This design comes from an exercise in tuning for small area on the open sky130 flow, not from production work. At most, simulation tests tie the RTL to the original design; equivalence was not proved.

// grid_maze_dfs_path_finder
module grid_maze_dfs_path_finder (
	input  logic       clk,
	input  logic       arst_n,
	input  logic       item_valid,
	output logic       item_stall,
	input  logic       cmd,
	input  logic [2:0] cell_row,
	input  logic [2:0] cell_col,
	input  logic       blocked,
	output logic       result_valid,
	input  logic       result_stall,
	output logic       found,
	output logic [2:0] path_row,
	output logic [2:0] path_col,
	output logic       last
);
clock: 7.0 ns
lec_check: 0
abc_area: 1
cap_margin: 20
core_margin: 2
core_utilization: 70
cts_buf_list: sky130_fd_sc_hd__clkbuf_16
cts_cluster_diameter: 100
cts_cluster_size: 30
slew_margin: 20
run.sh (not shown) runs the stock make flow with config.mk's settings and CLKGATE_MAP_FILE= SYNTH_SCRIPT=/design/flow/synth_recipe.tcl, a recipe that flattens the netlist after the stock synthesis.
Rerun with:
- SYNTH_HIERARCHICAL: not set -> 1
- SYNTH_MINIMUM_KEEP_SIZE: not set -> 0
After rerunning: Flip-flop and latch count is unchanged. Worst setup slack got worse by 0.44 ns. Final cell count falls by about 1.8%. Register-to-register slack got worse by 0.44 ns.


Another version of the RTL of grid_maze_dfs_path_finder (not shown whole).
For scale: roughly 720 cells after synthesis, ~22 I/O pins, about 8700 sq um of cells after synthesis.
Settings: LEC_CHECK=0, ABC_AREA=1, CAP_MARGIN=20, CORE_MARGIN=2, CORE_UTILIZATION=70, CTS_BUF_LIST=sky130_fd_sc_hd__clkbuf_8, SLEW_MARGIN=20; clock period 7.0 ns.
standard.sh (not shown) runs the stock make flow with config.mk's settings and CLKGATE_MAP_FILE= SYNTH_SCRIPT=/design/flow/synth_recipe.tcl, a recipe that flattens the netlist after the stock synthesis.
==> flow/flow/run.sh <==
#!/bin/bash
# Own layout flow: the standard synthesis, then the combinational
# logic of its netlist re-mapped by ABC for area (registers, tie cells and
# all names of registers kept as synthesized), then the standard layout
# from floorplan on, with the port buffers made of the smallest buffer and
# a clock tree of clkbuf_8 without dummy loads.
# Each tool's output goes to a log file of its own in this folder.
set -euo pipefail
here=$(pwd)
res=$here/orfs/results/${FLOW_PLATFORM}/grid_maze_dfs_path_finder/base
lib=$FLOW_HOME/platforms/${FLOW_PLATFORM}/lib/sky130_fd_sc_hd__tt_025C_1v80.lib

# 1. standard synthesis
bash standard.sh synth > synth.log 2>&1
cp "$res/1_2_yosys.v" 1_2_yosys.standard.v

# 2. re-map the combinational logic
dont_use=""
for c in $(tr -s ' \n' ' ' < flow/dont_use.txt); do dont_use="$dont_use -dont_use $c"; done
keep=$(grep -oE "sky130_fd_sc_hd__(df|edf|sdf|dl|conb)[a-z0-9_]*" 1_2_yosys.standard.v | sort -u | tr '\n' ' ')
printf 'set_driving_cell sky130_fd_sc_hd__buf_1\nset_load 5\n' > remap.constr
cat > remap.ys <<EOS
read_liberty -ignore_miss_func $lib
read_verilog 1_2_yosys.standard.v
hierarchy -top $FLOW_TOP
setattr -mod -set keep_hierarchy 1 $keep
flatten
opt_clean
abc -script $here/flow/remap.abc -liberty $lib $dont_use -constr $here/remap.constr -D 7000
opt_clean -purge
tee -o remap_stat.log stat -liberty $lib
select -module $FLOW_TOP
write_verilog -noattr -nohex -nodec -selected remapped.v
EOS
yosys -s remap.ys > remap.log 2>&1
cp remapped.v "$res/1_2_yosys.v"
rm -f "$res/1_synth.odb" "$res/1_synth.sdc"

# 3. standard layout from here
# clock tree of one buffer size, without dummy loads
cts_args="-sink_clustering_enable -repair_clock_nets -dont_use_dummy_load -buf_list sky130_fd_sc_hd__clkbuf_8"
bash standard.sh BUFFER_PORTS_ARGS="-buffer_cell sky130_fd_sc_hd__buf_1" CTS_ARGS="$cts_args" finish > layout.log 2>&1
==> flow/flow/remap.abc <==
&get -n
&st
&dch
&nf -R 1000
&st
&dch
&nf -R 1000
&put
topo
stime -c
upsize -c
dnsize -c
Other scripts of this flow, unchanged in this note and not shown: flow/flow/dont_use.txt
==> next run, changes <==
==> flow/flow/remap.abc (replaced) <==
&get -n
&st
&dch
&nf -R 1000
&st
&dch
&nf -R 1000
&put
--- a/flow/config.mk
+++ b/flow/config.mk
@@ -13,0 +14,2 @@
+export SYNTH_HIERARCHICAL = 1
+export SYNTH_MINIMUM_KEEP_SIZE = 0
The changed run went through all stages and came out clean; final area drops by 0.82%; synthesized cell count climbs by 16%; critical path depth drops by 7; setup slack is better by 0.24 ns.
Function was not checked in any run of this note: the RTL went through the layout flow alone.


Setup of indigo:
Another version of the RTL of grid_maze_dfs_path_finder (not shown whole).
For scale: about 22 I/O pins.
export LEC_CHECK = 0
export ABC_AREA = 1
export CAP_MARGIN = 20
export CORE_MARGIN = 2
export CORE_UTILIZATION = 80
export CTS_BUF_LIST = sky130_fd_sc_hd__clkbuf_8
export SLEW_MARGIN = 20
create_clock -name core_clock -period 7.0 [get_ports {clk}]
==> flow/flow/dont_use.txt <==
sky130_fd_sc_hd__lpflow_bleeder_1
sky130_fd_sc_hd__lpflow_clkbufkapwr_1
sky130_fd_sc_hd__lpflow_clkbufkapwr_16
sky130_fd_sc_hd__lpflow_clkbufkapwr_2
sky130_fd_sc_hd__lpflow_clkbufkapwr_4
sky130_fd_sc_hd__lpflow_clkbufkapwr_8
sky130_fd_sc_hd__lpflow_clkinvkapwr_1
sky130_fd_sc_hd__lpflow_clkinvkapwr_16
sky130_fd_sc_hd__lpflow_clkinvkapwr_2
sky130_fd_sc_hd__lpflow_clkinvkapwr_4
sky130_fd_sc_hd__lpflow_clkinvkapwr_8
sky130_fd_sc_hd__lpflow_decapkapwr_12
sky130_fd_sc_hd__lpflow_decapkapwr_3
sky130_fd_sc_hd__lpflow_decapkapwr_4
sky130_fd_sc_hd__lpflow_decapkapwr_6
sky130_fd_sc_hd__lpflow_decapkapwr_8
sky130_fd_sc_hd__lpflow_inputiso0n_1
sky130_fd_sc_hd__lpflow_inputiso0p_1
sky130_fd_sc_hd__lpflow_inputiso1n_1
sky130_fd_sc_hd__lpflow_inputiso1p_1
sky130_fd_sc_hd__lpflow_inputisolatch_1
sky130_fd_sc_hd__lpflow_isobufsrc_1
sky130_fd_sc_hd__lpflow_isobufsrc_16
sky130_fd_sc_hd__lpflow_isobufsrc_2
sky130_fd_sc_hd__lpflow_isobufsrc_4
sky130_fd_sc_hd__lpflow_isobufsrc_8
sky130_fd_sc_hd__lpflow_isobufsrckapwr_16
sky130_fd_sc_hd__lpflow_lsbuf_lh_hl_isowell_tap_1
sky130_fd_sc_hd__lpflow_lsbuf_lh_hl_isowell_tap_2
sky130_fd_sc_hd__lpflow_lsbuf_lh_hl_isowell_tap_4
sky130_fd_sc_hd__lpflow_lsbuf_lh_isowell_4
sky130_fd_sc_hd__lpflow_lsbuf_lh_isowell_tap_1
sky130_fd_sc_hd__lpflow_lsbuf_lh_isowell_tap_2
sky130_fd_sc_hd__lpflow_lsbuf_lh_isowell_tap_4
sky130_fd_sc_hd__probe_p_8
sky130_fd_sc_hd__probec_p_8
==> flow/flow/remap.abc <==
&get -n
&st
&dch
&nf -R 1000
&st
&dch
&nf -R 1000
&put
Scripts as last shown in full above: flow/flow/run.sh
indigo: all stages complete, timing, DRC and antenna checks passed
For cedar, these inputs were changed with respect to indigo:
- a change of CORE_UTILIZATION from 80 to 70
[summary]
There was hardly any difference in worst hold slack between cedar and indigo. The wire length of cedar was superior to that of indigo. Comparing indigo and cedar, the higher setup slack is on cedar.
Function was not checked in any run of this note: the RTL went through the layout flow alone.

==> static timing again, ports no longer ideal <==
The flow's constraints put no driver on any port. The routed layouts listed below were extracted and timed again, unchanged, in two steps. Step 1 sets driving cells, clkbuf_16 on the clock port and buf_2 on the other inputs (assumed; they add their load-dependent delay and slew). Step 2, shift: input delay + t, output delay - t, t = (earliest + latest rising clock arrival at the registers) / 2. This alone moves slack from input paths to output paths. Three values: no drivers, after step 1, after step 2; two values: the first two.
run | t, ns | setup slack, ns | clock arrival spread, ns
the first run of note 1 | 0.508 | 1.147 / 1.147 / 1.147 | 0.019 / 0.019
the second run of note 1 | 0.503 | 0.706 / 0.706 / 0.706 | 0.031 / 0.032
the first run of note 2 | 0.490 | 0.489 / 0.489 / 0.489 | 0.035 / 0.036
the second run of note 2 | 0.516 | 0.728 / 0.728 / 0.728 | 0.020 / 0.021
indigo | 0.510 | 0.346 / 0.346 / 0.346 | 0.032 / 0.032
cedar | 0.493 | 0.630 / 0.630 / 0.630 | 0.034 / 0.034
After both steps every run listed still meets setup and hold.
